From an optimization exercise on the open Yosys and OpenROAD flow, aimed at small area and a short achievable clock period; shortcuts taken in it are not production practice. The RTL was checked by simulation tests, not by an equivalence proof against the original design.

==> flow/design.v, too long to show whole: its modules and the start of the top module <==
// module fm_fa: 10 lines
// module fm_receiver: 852 lines
module fm_receiver #(
  parameter int FRAME_LEN = 16
) (
  input  logic        ap_clk,
  input  logic        ap_rst_n,
  input  logic        ap_start,
  output logic        ap_done,
  output logic        ap_idle,
  output logic        ap_ready,
  input  logic [31:0] iq_in_V_TDATA,
  input  logic        iq_in_V_TVALID,
  output logic        iq_in_V_TREADY,
  output logic [31:0] audio_out_V_TDATA,
  output logic        audio_out_V_TVALID,
  input  logic        audio_out_V_TREADY,
  output logic [3:0]  led_out_V,
  input  logic [5:0]  s_axi_API_AWADDR,
  input  logic        s_axi_API_AWVALID,
  output logic        s_axi_API_AWREADY,
  input  logic [31:0] s_axi_API_WDATA,
  input  logic        s_axi_API_WVALID,
  output logic        s_axi_API_WREADY,
  output logic [1:0]  s_axi_API_BRESP,
  output logic        s_axi_API_BVALID,
  input  logic        s_axi_API_BREADY,
  input  logic [5:0]  s_axi_API_ARADDR,
  input  logic        s_axi_API_ARVALID,
  output logic        s_axi_API_ARREADY,
  output logic [31:0] s_axi_API_RDATA,
  output logic [1:0]  s_axi_API_RRESP,
  output logic        s_axi_API_RVALID,
  input  logic        s_axi_API_RREADY
);
  // ...
==> flow/run.sh <==
#!/bin/bash
# synth_recipe.tcl (not shown) runs the flow's synth.tcl, then flattens the netlist and writes it again
# the make line also repeats each setting of config.mk as NAME=value (left out here)
make -C /OpenROAD-flow-scripts/flow DESIGN_CONFIG=/design/flow/config.mk WORK_HOME=/design/flow/orfs CLKGATE_MAP_FILE= SYNTH_SCRIPT=/design/flow/synth_recipe.tcl finish
==> flow/config.mk <==
export PLATFORM = sky130hd
export DESIGN_NAME = fm_receiver
export DESIGN_NICKNAME = fm_receiver
export VERILOG_FILES = /design/flow/design.v
export SDC_FILE = /design/flow/constraint.sdc
export NUM_CORES = 4
export LEC_CHECK = 0
export ABC_AREA = 1
export CAP_MARGIN = 20
export CORE_MARGIN = 2
export CORE_UTILIZATION = 40
export SLEW_MARGIN = 20
==> flow/constraint.sdc <==
create_clock -name core_clock -period 11.0 [get_ports {ap_clk}]
set_input_delay 2.2000 -clock core_clock [delete_from_list [all_inputs] [get_ports {ap_clk}]]
set_output_delay 2.2000 -clock core_clock [all_outputs]
set_load 0.01 [all_outputs]
==> metrics.cfg, run 1 <==
[outcome]
status=no timing/DRC/antenna violations

[timing]
setup_slack_ps=2984
period_needed_ps=8016
tightest_slew_ps=1117
rsz0062_at_grt=no

[worst_hold_path]
holdCritPathClass=flip-flop to flip-flop
min_from=rdata[15]$_DFFE_PN0P_

[cells_and_area]
layout.nonclk_buf_share_pct=5.845
final_nets=3817
layout_common_cells=nand2_1, inv_1, nand3_1
ff_latch_area_um2=4960
inverters=577
clk_share_pct=2.229
nFlopsAndLatches=198
num-nonclk-buffers=168

[critical_path]
cp-startpoint=cs_a[0]$_DFFE_PN0P_
path_max_fanout=31
cp.required_ps=8800
crit_path_end=led_out_V[1]
start_kind=flip-flop
cp.depth=32
arrival_ps=5820
rr_endpoint=cs_b[17]$_DFFE_PN0P_
slowest_delay_ps=580

[clocking]
post_cts_buffers=0
path_clk_slew_ps=80
cts_htree_levels=4
cts_tree=built

[die]
placementRows=91
tap_cells=837
io_pins=168

[yosys]
synth_top_family_by_area=simple AND/OR/NAND/NOR gates
synth_mux_area_share_pct=0
synth_simple_gate_area_share_pct=24.47
synth-seq-cells=198

[global_routing]
track_usage_pct=24.97
grt-ovfl-total=0
grt_max_degree=83

[drt]
drc=0
wl_met2_mm=35.68
routed_via_density=5.296

==> run 2, diff against run 1 <==
--- a/flow/config.mk
+++ b/flow/config.mk
@@ -11,2 +11,3 @@
 export CORE_UTILIZATION = 40
+export SETUP_SLACK_MARGIN = 5
 export SLEW_MARGIN = 20
==> metrics.cfg, run 2 <==
[outcome]
status=no timing/DRC/antenna violations  ; unchanged

[die]
die_area_um2=64770  ; unchanged
die_h_um=254.5  ; unchanged
die_w_um=254.5  ; unchanged
io_pins=168  ; unchanged
core_area_um2=61830  ; unchanged
initial_core_util_pct=40.59  ; unchanged
placementRows=91  ; unchanged

[global_routing]
antenna_found_initial=1  ; was 0
grt_pass1_wl_mm=128.7  ; was 125.7 mm
grt_max_degree=83  ; unchanged
grt_pass1_vias=22570  ; was 21,910
grt-ovfl-total=0  ; unchanged
track_usage_pct=25.55  ; was 24.97%

[timing]
slew-limit-headroom_pct=29.39  ; was 25.29%
rsz0062_at_grt=yes  ; was no
tightest_slew_ps=1055  ; was 1117 ps
max_freq_mhz=158.0  ; was 124.7 MHz
tns_ps=0  ; unchanged
fin_skew_ps=21.73  ; was 20.63 ps
drv_slew=0  ; unchanged
period_share_pct=57.53  ; was 72.87%
hold_viol=0  ; unchanged
period_needed_ps=6328  ; was 8016 ps
setup-violations-final=0  ; unchanged

[yosys]
yosys_most_used_dff=dfrtp_1  ; unchanged
synthCells=3434  ; unchanged
yosysTopAreaCellShare_pct=19.34  ; unchanged
yosysUniqueCellTypes=54  ; unchanged
synthMostInstantiatedCell=nand2_1  ; unchanged
synth_area_per_cell_um2=7.309  ; unchanged
ys_warn_count=493  ; unchanged
synth-seq-cells=198  ; unchanged
synth_edf_count=0  ; unchanged
ys_top_cells_by_count=nand2_1, inv_1, nand3_1  ; unchanged
ys_seq_area_share_pct=19.76  ; unchanged
synthArstFlopShare_pct=100.0  ; unchanged
synth_largest_area_cell=dfrtp_1  ; unchanged
synthTopCellsByArea=dfrtp_1, fa_1, nand2_1  ; unchanged
syn-cell-area_um2=25100  ; unchanged

[critical_path]
crit_path_end=led_out_V[1]  ; unchanged
path_max_fanout=4  ; was 31
end_kind=output pin  ; unchanged
worst_path_max_delay_cell=dfrtp_1  ; was clkdlybuf4s50_1
arrival_ps=4130  ; was 5820 ps
slowest_delay_ps=400  ; was 580 ps
rr_endpoint=rdata[11]$_DFFE_PN0P_  ; was cs_b[17]$_DFFE_PN0P_
reg2reg_depth=53  ; was 15
r2r_setup_slack_ps=4900  ; was 4760 ps
cp.required_ps=8800  ; about the same
path_class=flip-flop to output pin  ; unchanged
start_kind=flip-flop  ; unchanged
r2r-start=cs_a[0]$_DFFE_PN0P_  ; was prev_i[7]$_DFFE_PN0P_
path_common_cell=nand2_2  ; was nand2_1
cp-startpoint=cs_a[0]$_DFFE_PN0P_  ; unchanged

[placed_design]
globalplace.congestion=0.9667  ; unchanged
place_hpwl_mm=60.00  ; unchanged
port_buffers=137  ; unchanged

[drt]
wirelength_mm=83.35  ; was 79.52 mm
drt_iter0_markers=2318  ; was 2,170
drc=0  ; unchanged
wl_per_cell_um=18.84  ; was 18.60 um
detail-route-antenna-nets=0  ; unchanged
drtPass1Iterations=6  ; was 5
vias=23640  ; was 22,650
routed_via_density=5.341  ; was 5.296

[cells_and_area]
layout_commonest_cell=nand2_1  ; unchanged
drive_above_1_share_pct=19.29  ; was 5.060%
reg_top3=cs_a: 33 flops, cs_b: 33 flops  ; unchanged
area_growth_syn_to_layout_pct=22.45  ; was 9.602%
diodes=0  ; unchanged
final_nets=3966  ; was 3,817
layout_common_cells=nand2_1, inv_1, xor2_1  ; was nand2_1, inv_1, nand3_1

[clocking]
clock_latency_ps=480  ; about the same
cts_htree_levels=4  ; unchanged
path_clk_slew_ps=80  ; about the same
cts_buffers=17  ; unchanged
cts_sinks=198  ; unchanged
cts-hold-fix-buffers=0  ; unchanged
cts_tree=built  ; unchanged
cts_max_path_buffers=2  ; unchanged
root_buffer=clkbuf_16  ; unchanged

[run]
cap_violations=0  ; unchanged

[worst_hold_path]
holdCritPathClass=flip-flop to flip-flop  ; unchanged

-- run 2: cell count changes in the layout (fill, tap and decap cells not counted), sizes merged --
| cell | change |
|---|---|
| buf | +173 |
| clkdlybuf4s50 | -49 |
| dlymetal6s2s | +15 |
| clkinvlp | +6 |
| clkinv | -2 |
| inv | +2 |
| nand3 | +2 |
| clkbuf | +1 |
| dlygate4sd2 | +1 |
-- run 2: cells by family after synthesis --
kind of cell | Yosys count | share of synthesized area (%)
compound gates | 451 | 10.76
xor+xnor | 296 | 10.33
fa+ha+maj | 305 | 22.44
buf+inv | 775 | 12.20
flops | 198 | 19.76
other cells | 2 | 0.02992
simple gates | 1407 | 24.47
-- run 2: final cells by class --
cell class	instances	area (um2)
timing repair buffer	309	2853
clock inverter	11	152.6
inverter	577	2321
timing repair inverter	6	33.78
clock buffer	21	460.4
fill	6024	31090
tap	837	1047
multi-input combinational	2466	18900
sequential	198	4960
-- run 2: worst max-delay path: cells and delay by family (launching register included) --
family,cells,cell delay (ps)
flip-flops,1,400
buffers and inverters,3,280
AND/OR/NAND/NOR,26,2370
AO/OA/AOI/OAI,1,60
adder cells (fa/ha/maj),2,510
-- run 2: how the worst min path moves through the flow --
stage | start | end | slack [ps] | cells after the start
finish | rdata[15]$_DFFE_PN0P_ | rdata[15]$_DFFE_PN0P_ | 480 | 2
CTS | rdata[15]$_DFFE_PN0P_ | rdata[15]$_DFFE_PN0P_ | 490 | 2
global route | rdata[15]$_DFFE_PN0P_ | rdata[15]$_DFFE_PN0P_ | 500 | 2
detailed placement | rdata[15]$_DFFE_PN0P_ | rdata[15]$_DFFE_PN0P_ | 460 | 2
floorplan | cs_b[10]$_DFFE_PN0P_ | cs_b[10]$_DFFE_PN0P_ | 450 | 2
global placement | rdata[14]$_DFFE_PN0P_ | rdata[14]$_DFFE_PN0P_ | 460 | 2
-- run 2: metal layers --
metal,wire length (um),track usage (%),share of wire (%)
met5,13,0,0.016
met1,36250,35.39,43
met3,6031,3.654,7.2
met4,3195,9.849,3.8
met2,37860,40.42,45
-- run 2: through the flow --
stage | utilization, % | hold WS (ps) | worst slack (ps) | cells | cell area (um2)
after floorplan | - | 452.8 | 5067 | 3437 | 25110
after global placement | 43.50 | 463.9 | 3626 | 4244 | 26890
after detailed placement | 43.50 | 464.2 | 3581 | 4244 | 26890
after CTS | 46.71 | 485.2 | 4681 | 4351 | 28880
after global routing | 49.71 | 501.4 | 4480 | 4425 | 30730
final | 49.71 | 477.9 | 4672 | 4425 | 30730
-- run 2: repair_timing --
item                                    CTS  global route
setup buffers                            72            68
pin swaps                                42           123
endpoints found under the setup margin   57            65
cloned                                    3             6
gates resized for setup                 359           308
==> run 3, diff against run 2 <==
--- a/flow/config.mk
+++ b/flow/config.mk
@@ -7,3 +7,2 @@
 export LEC_CHECK = 0
-export ABC_AREA = 1
 export CAP_MARGIN = 20
@@ -11,3 +10,2 @@
 export CORE_UTILIZATION = 40
-export SETUP_SLACK_MARGIN = 5
 export SLEW_MARGIN = 20
==> metrics.cfg, run 3 <==
[cells_and_area]
drive_above_1_share_pct=6.039  ; was 19.29%
layout_common_cells=nand2_1, nor2_1, a21oi_1  ; was nand2_1, inv_1, xor2_1
diodes=0  ; unchanged
ff_latch_area_um2=4970  ; was 4960 um2
final_nets=4087  ; was 3,966
reg_top3=cs_a: 33 flops, cs_b: 33 flops  ; unchanged
fin_util_pct=43.52  ; was 49.71%
layout_commonest_cell=nand2_1  ; unchanged
multi_input_area_um2=21180  ; was 18,900 um2
area_growth_syn_to_layout_pct=7.654  ; was 22.45%
fill_cells=7309  ; was 6,024

[global_routing]
grt_pass1_vias=25370  ; was 22,570
grt-ovfl-total=0  ; unchanged
grt_max_degree=140  ; was 83
track_usage_pct=26.42  ; was 25.55%
antenna_found_initial=1  ; unchanged
grt_pass1_wl_mm=153.8  ; was 128.7 mm

[drt]
drc=0  ; unchanged
drt_iter0_markers=2936  ; was 2,318
drtPass1Iterations=6  ; unchanged
wl_per_cell_um=21.34  ; was 18.84 um
routed_via_density=5.912  ; was 5.341
vias=27550  ; was 23,640
detail-route-antenna-nets=0  ; unchanged
wirelength_mm=99.42  ; was 83.35 mm

[worst_hold_path]
holdCritPathClass=flip-flop to flip-flop  ; unchanged

[clocking]
cts_sinks=198  ; unchanged
cts.repair.resized=0  ; was 359
cts_tree=built  ; unchanged
cts_buffers=17  ; unchanged
path_clk_slew_ps=90  ; was 80 ps
cts_htree_levels=4  ; unchanged
cts_max_path_buffers=2  ; unchanged
cts-hold-fix-buffers=0  ; unchanged
root_buffer=clkbuf_16  ; unchanged
clock_latency_ps=500  ; was 480 ps
post_cts_buffers=0  ; was 72

[yosys]
synthCells=3855  ; was 3,434
syn-cell-area_um2=28900  ; was 25,100 um2
synth-seq-cells=198  ; unchanged
yosysUniqueCellTypes=101  ; was 54
yosysTopAreaCellShare_pct=16.80  ; was 19.34%
synth_largest_area_cell=dfrtp_1  ; unchanged
ys_top_cells_by_count=nand2_1, nor2_1, a21oi_1  ; was nand2_1, inv_1, nand3_1
synth_area_per_cell_um2=7.497  ; was 7.309 um2
yosys_most_used_dff=dfrtp_1  ; unchanged
synthMostInstantiatedCell=nand2_1  ; unchanged
synth_edf_count=0  ; unchanged
ys_seq_area_share_pct=17.16  ; was 19.76%
synthArstFlopShare_pct=100.0  ; unchanged
synthTopCellsByArea=dfrtp_1, fa_1, nand2_1  ; unchanged
ys_warn_count=493  ; unchanged

[timing]
period_needed_ps=8331  ; was 6328 ps
tightest_slew_ps=1055  ; about the same
rsz0062_at_grt=no  ; was yes
period_share_pct=75.74  ; was 57.53%
tns_ps=0  ; unchanged
drv_slew=0  ; unchanged
slew-limit-headroom_pct=29.62  ; was 29.39%
max_freq_mhz=120.0  ; was 158.0 MHz
setup-violations-final=0  ; unchanged
fin_skew_ps=23.24  ; was 21.73 ps
hold_ws_ps=461.0  ; was 477.9 ps
hold_viol=0  ; unchanged
setup_slack_ps=2669  ; was 4672 ps

[die]
die_area_um2=74420  ; was 64,770 um2
io_pins=168  ; unchanged
placementRows=98  ; was 91
die_w_um=272.8  ; was 254.5 um
core_area_um2=71490  ; was 61,830 um2
die_h_um=272.8  ; was 254.5 um
initial_core_util_pct=40.43  ; was 40.59%

[placed_design]
port_buffers=137  ; unchanged
dp_slack_ps=3233  ; was 3581 ps
globalplace.congestion=0.9196  ; was 0.9667
place_hpwl_mm=73.04  ; was 60.00 mm

[critical_path]
arrival_ps=6130  ; was 4130 ps
cp.required_ps=8800  ; about the same
path_max_fanout=17  ; was 4
path_class=flip-flop to output pin  ; unchanged
start_kind=flip-flop  ; unchanged
end_kind=output pin  ; unchanged

[outcome]
status=no timing/DRC/antenna violations  ; unchanged

[run]
cap_violations=0  ; unchanged

-- run 3: cell types whose count changed after synthesis, sizes merged, moves of 56 or more --
cell and delta:
o21ai +174, clkbuf +161, a22oi +79, nand2 -311
a21oi +259, a221oi +56, a211oi +135, nand3 -256
xnor2 +60, maj3 +58, nor2 +204, xor2 -238
inv -233, o22ai -208
-- run 3: cell families after synthesis --
family	Yosys count	synth area share (%)
DFF	198	17.16
buffers and inverters	704	9.668
muxes	67	2.758
AOI/OAI and AO/OA	1180	26.92
xor gates and xnor gates	118	3.576
and+or+nand+nor	1223	18.39
adders and majority gates	363	21.50
other	2	0.02599
-- run 3: critical path, cell delays in order, from the launching register on --
cell and delay (ps):
dfrtp_1 400, ha_1 420, a21oi_1 310, o21a_1 240, a2bb2oi_1 270, a21oi_1 110
o21ai_0 610, a21oi_1 230, a2111oi_4 590, a21oi_2 150, nor4_1 280, nand4_1 190
o21ai_2 310, nand2b_1 430, a21oi_1 480, clkdlybuf4s50_1 620
-- run 3: area by class of cell --
type | instances | share of cell area, %
multi-input cells | 2956 | 68.06
inverters | 313 | 3.780
repair buffers | 210 | 6.221
clock buffers | 17 | 1.367
flip-flops and latches | 198 | 15.97
clock inverters | 15 | 0.7762
well taps | 950 | 3.820
-- run 3: final timing paths --
kind	start	to	slack, ps	depth (start not counted)
min reg2reg	state[1]$_DFFE_PN0P_	state[0]$_DFFE_PN0P_	460	1
max	cs_a[14]$_DFFE_PN0P_	audio_out_V_TDATA[22]	2670	15
min in group asynchronous	ap_rst_n	rdata[23]$_DFFE_PN0P_	1660	1
max reg2reg	prev_q[5]$_DFFE_PN0P_	cs_b[18]$_DFFE_PN0P_	5370	16
min	state[1]$_DFFE_PN0P_	state[0]$_DFFE_PN0P_	460	1
max in group asynchronous	ap_rst_n	prev_i[5]$_DFFE_PN0P_	8050	2
-- run 3: per-layer routing --
layer / global-route usage, % / part of all wire (%) / vias up
met5: 0 / 0.020 / -
met2: 42.85 / 47 / 1017
met4: 11.23 / 4.5 / 2
met1: 35.95 / 43 / 13330
li1: - / - / 13030
met3: 2.610 / 5.6 / 169
-- run 3: through the flow --
stage / std cells / instance area [um2]
after detailed placement: 4627 / 30450
after global placement: 4627 / 30450
after CTS: 4659 / 31110
after floorplan: 3858 / 28910
after global routing: 4659 / 31110
final: 4659 / 31110

-- afterwards: timing with drivers on the ports --
How much do the figures lean on ideal ports? The routed layouts below were timed once more, with nothing changed but the port constraints.
Step 1 sets driving cells, clkbuf_16 on the clock port and buf_2 on the other inputs (assumed; they add their load-dependent delay and slew).
Step 2 times the ports against the registers' clock, not the clock port: input delays grow and output delays shrink by t, the midpoint of the rising clock arrivals with the driver on.
Three values: ideal ports, drivers, drivers and shift; two values: the first two.
| run | t (ns) | slack for setup (ns) | hold slack, ns | worst setup path after step 2 | cell pins on the clock port's net |
|---|---|---|---|---|---|
| run 1 | 0.526 | 2.984 / 2.927 / 3.453 | 0.478 / 0.478 / 0.478 | register to output | 1 |
| run 2 | 0.531 | 4.672 / 4.611 / 4.603 | 0.478 / 0.478 / 0.478 | input to register | 1 |
| run 3 | 0.553 | 2.669 / 2.604 / 3.096 | 0.461 / 0.461 / 0.461 | input to register | 1 |
After both steps setup and hold are still met in every run listed. For run 2, which loses most, drivers alone change the setup slack by -0.061 ns; drivers and shift together by -0.069 ns.
